From an optimization exercise on the open Yosys and OpenROAD flow, aimed at small area, a short achievable clock period and few clock cycles per item; shortcuts taken in it are not production practice. In this exercise RTL edits were held to simulation tests only and were not proved equivalent to the original. Power is estimated from default activity; no workload was simulated.

== run 1 ==
// modular_exponentiation_core
module modular_exponentiation_core
(
	input logic clk,
	input logic arst_n,
	input logic cfg_valid,
	output logic cfg_ready,
	input logic [mexp_pkg::FIELD_W-1:0] cfg_modulus,
	input logic req_valid,
	output logic req_ready,
	input logic [mexp_pkg::FIELD_W-1:0] req_message,
	input logic [mexp_pkg::FIELD_W-1:0] req_exponent,
	output logic rsp_valid,
	input logic rsp_ready,
	output logic [mexp_pkg::FIELD_W-1:0] rsp_power_mod
);
	localparam int N = mexp_pkg::OPERAND_WIDTH;
	localparam int RW = mexp_pkg::RES_W;
	localparam int L = mexp_pkg::LOW_W;
	localparam int HW = mexp_pkg::TOP_W;
	typedef enum logic [3:0] {
		S_IDLE,    
		S_PREP,    
		S_RED,     
		S_CRED,    
		S_SCAN,    
		S_SQR,     
		S_MUL,     
		S_CMUL,    
		S_FIX,     
		S_DBL,     
		S_CFIX,    
		S_SHR,     
		S_ONE,     
		S_ZERO,    
		S_RSP      
	} state_t;
	state_t state_q, state_d, state_n;
	logic ready_q, ready_d;
	logic rsp_valid_q, rsp_valid_d;
	logic cfg_ready_q;
  ...
export LEC_CHECK = 0
export CAP_MARGIN = 20
export CORE_MARGIN = 2
export CORE_UTILIZATION = 40
export PLACE_DENSITY = 0.75
export SETUP_SLACK_MARGIN = 4.1
export SLEW_MARGIN = 20
create_clock -name core_clock -period 8.0 [get_ports {clk}]
run.sh (not shown) runs the stock make flow with config.mk's settings and CLKGATE_MAP_FILE= SYNTH_SCRIPT=/design/flow/synth_recipe.tcl, a recipe that flattens the netlist after the stock synthesis.
Testbench counts of run 1, summed over its fixed seeds: cycles 288,092, items 192.
--- input diff run 1..run 2 ---
Settings: SETUP_SLACK_MARGIN now 3.8, was 4.1; PLACE_DENSITY no longer set, was 0.75.
From run 1 to run 2 the numbers moved as follows: post-detailed-routing wire length essentially unchanged; total of plain and repair buffers excluding clock buffers went down; clock share of power picked up an extra 2.7 points; via count down 239; final hold violation count level.
Between run 2 and run 1, the cell area after synthesis figures differ only marginally.
What run 3 does differently from run 2 at the input level:
Settings: SETUP_SLACK_MARGIN changed from 3.8 to 4.2; PLACE_DENSITY newly set to 0.75.
Notes after the runs:
Any difference in non-filler instance count after layout between run 3 and run 2 is small enough to ignore. [diff] worst relative slew slack, run 3 relative to run 2: regression. The cell area on run 2 is in line with that on run 3. Looking at met1 track demand over resource in global routing, run 3 sits 3.0 points below run 2. The area growth from synthesis to layout of run 3 falls short of that of run 2 by 0.19 points. In terms of routed wirelength normalized by instance count, run 3 and run 2 differ only marginally. Compared with run 2, run 3 improves leakage power. Compared with run 2, in run 3 first-pass GRT wire length decreased by 790 um relative to the old numbers; total power per unit cell area decreased by 7.5 nW/um^2 relative to the old numbers.
For run 4, these inputs were changed with respect to run 3:
==> flow/flow/run.sh (new file) <==
#!/bin/bash
# The standard layout, with the port buffers taken as the smallest buffer
# (sky130_fd_sc_hd__buf_1) instead of the delay buffer buffer_ports picks
# by itself (every input and output port still gets its buffer), and with
# gate sizing free to change a cell's footprint.
set -e
export BUFFER_PORTS_ARGS="-buffer_cell sky130_fd_sc_hd__buf_1"
bash standard.sh MATCH_CELL_FOOTPRINT=0 finish > standard.log 2>&1
==> flow/standard.sh (new file) <==
#!/bin/bash
# synth_recipe.tcl (not shown) runs the flow's synth.tcl, then flattens the netlist and writes it again
# the make line also repeats each setting of config.mk as NAME=value (left out here)
make -C /OpenROAD-flow-scripts/flow DESIGN_CONFIG=/design/flow/config.mk WORK_HOME=/design/flow/orfs CLKGATE_MAP_FILE= SYNTH_SCRIPT=/design/flow/synth_recipe.tcl "${@:-finish}"
removed: flow/run.sh
- ~same number of signal-net inverters in the final layout in run 3 and run 4
- Against run 3, run 4 reports a HPWL after detailed placement that is higher.
- From run 3 to run 4 the numbers moved as follows: post-route worst setup slack now smaller; sequential share of layout area went up by 0.90 points; total via count after detailed routing increased 258.

modular_exponentiation_core again, from the RTL that the note above started with.
Design modular_exponentiation_core, start of the top module:
module modular_exponentiation_core
(
	input logic clk,
	input logic arst_n,
	input logic cfg_valid,
	output logic cfg_ready,
	input logic [mexp_pkg::FIELD_W-1:0] cfg_modulus,
	input logic req_valid,
	output logic req_ready,
	input logic [mexp_pkg::FIELD_W-1:0] req_message,
	input logic [mexp_pkg::FIELD_W-1:0] req_exponent,
	output logic rsp_valid,
	input logic rsp_ready,
	output logic [mexp_pkg::FIELD_W-1:0] rsp_power_mod
);
Settings: LEC_CHECK=0, CAP_MARGIN=20, CORE_MARGIN=2, CORE_UTILIZATION=40, PLACE_DENSITY=0.75, SETUP_SLACK_MARGIN=4.2, SLEW_MARGIN=20; clock period 8.0 ns.
standard.sh (not shown) runs the stock make flow with config.mk's settings and CLKGATE_MAP_FILE= SYNTH_SCRIPT=/design/flow/synth_recipe.tcl, a recipe that flattens the netlist after the stock synthesis.
==> flow/flow/run.sh <==
#!/bin/bash
# The standard layout, with the port buffers taken as the smallest buffer
# (sky130_fd_sc_hd__buf_1) instead of the delay buffer buffer_ports picks
# by itself. Every input and output port still gets its buffer.
set -e
export BUFFER_PORTS_ARGS="-buffer_cell sky130_fd_sc_hd__buf_1"
bash standard.sh > standard.log 2>&1
The baseline finished clean.
Testbench counts at the start, summed over its fixed seeds: cycles 288,092, items 192.
Edit:
==> flow/run.sh (new file) <==
#!/bin/bash
# synth_recipe.tcl (not shown) runs the flow's synth.tcl, then flattens the netlist and writes it again
# the make line also repeats each setting of config.mk as NAME=value (left out here)
make -C /OpenROAD-flow-scripts/flow DESIGN_CONFIG=/design/flow/config.mk WORK_HOME=/design/flow/orfs CLKGATE_MAP_FILE= SYNTH_SCRIPT=/design/flow/synth_recipe.tcl finish
- PLACE_DENSITY: 0.75 -> default
- SETUP_SLACK_MARGIN: 4.2 -> 4.6
removed: flow/flow/run.sh
removed: flow/standard.sh
After rerunning: Design area climbs by about 10%; total power is higher by 6.8%; routed wire length grows by about 3.3%.
Edit:
- PLACE_DENSITY: default -> 0.75
- SETUP_SLACK_MARGIN: 4.6 -> 4.3
What happened:
- The changed run completed without violations
- final area falls by a few percent
- flip-flop and latch count does not change
- register-to-register slack degrades by 0.13 ns
- core utilization goes down by 2.0 points
- final cell count decreases slightly
- combinational power decreases by a few percent
- die area stays the same
Edit:
- PLACE_DENSITY: 0.75 -> 0.85
- The new run completed without violations
- synthesized cell count does not change
- cell count grows by 0.37%
- area after synthesis stays the same
- setup slack improves by 0.081 ns
- critical path depth shrinks by 4
- wire length grows by 7.5%
- clock-buffer cell count shrinks by 7
- fmax grows by 2.2%
- core utilization grows by 0.32 points
- die area is unchanged
- clock power barely changes

port drivers added, routing unchanged:
No port has a modelled driver above. Below, the same layouts with a new extraction and two added sets of constraints.
Step 1 sets driving cells, clkbuf_16 on the clock port and buf_2 on the other inputs (assumed; they add their load-dependent delay and slew).
Step 2 times the ports against the registers' clock, not the clock port: input delays grow and output delays shrink by t, the midpoint of the rising clock arrivals with the driver on.
Three values: ideal ports, drivers, drivers and shift; two values: the first two.
| run | t (ns) | setup WS [ns] | worst hold slack (ns) |
|---|---|---|---|
| run 1 | 0.568 | 4.212 / 4.212 / 4.212 | 0.512 / 0.512 / 0.512 |
| run 2 | 0.605 | 3.972 / 3.972 / 3.972 | 0.499 / 0.499 / 0.499 |
| run 3 | 0.571 | 4.253 / 4.253 / 4.253 | 0.509 / 0.509 / 0.509 |
| run 4 | 0.584 | 4.170 / 4.170 / 4.170 | 0.497 / 0.497 / 0.497 |
| the first run of note 2 | 0.584 | 4.170 / 4.170 / 4.170 | 0.497 / 0.497 / 0.497 |
| the second run of note 2 | 0.584 | 4.319 / 4.319 / 4.319 | 0.496 / 0.496 / 0.496 |
| the third run of note 2 | 0.565 | 4.185 / 4.185 / 4.185 | 0.515 / 0.515 / 0.515 |
| the fourth run of note 2 | 0.582 | 4.266 / 4.266 / 4.266 | 0.504 / 0.504 / 0.504 |
After both steps every run listed still meets setup and hold.
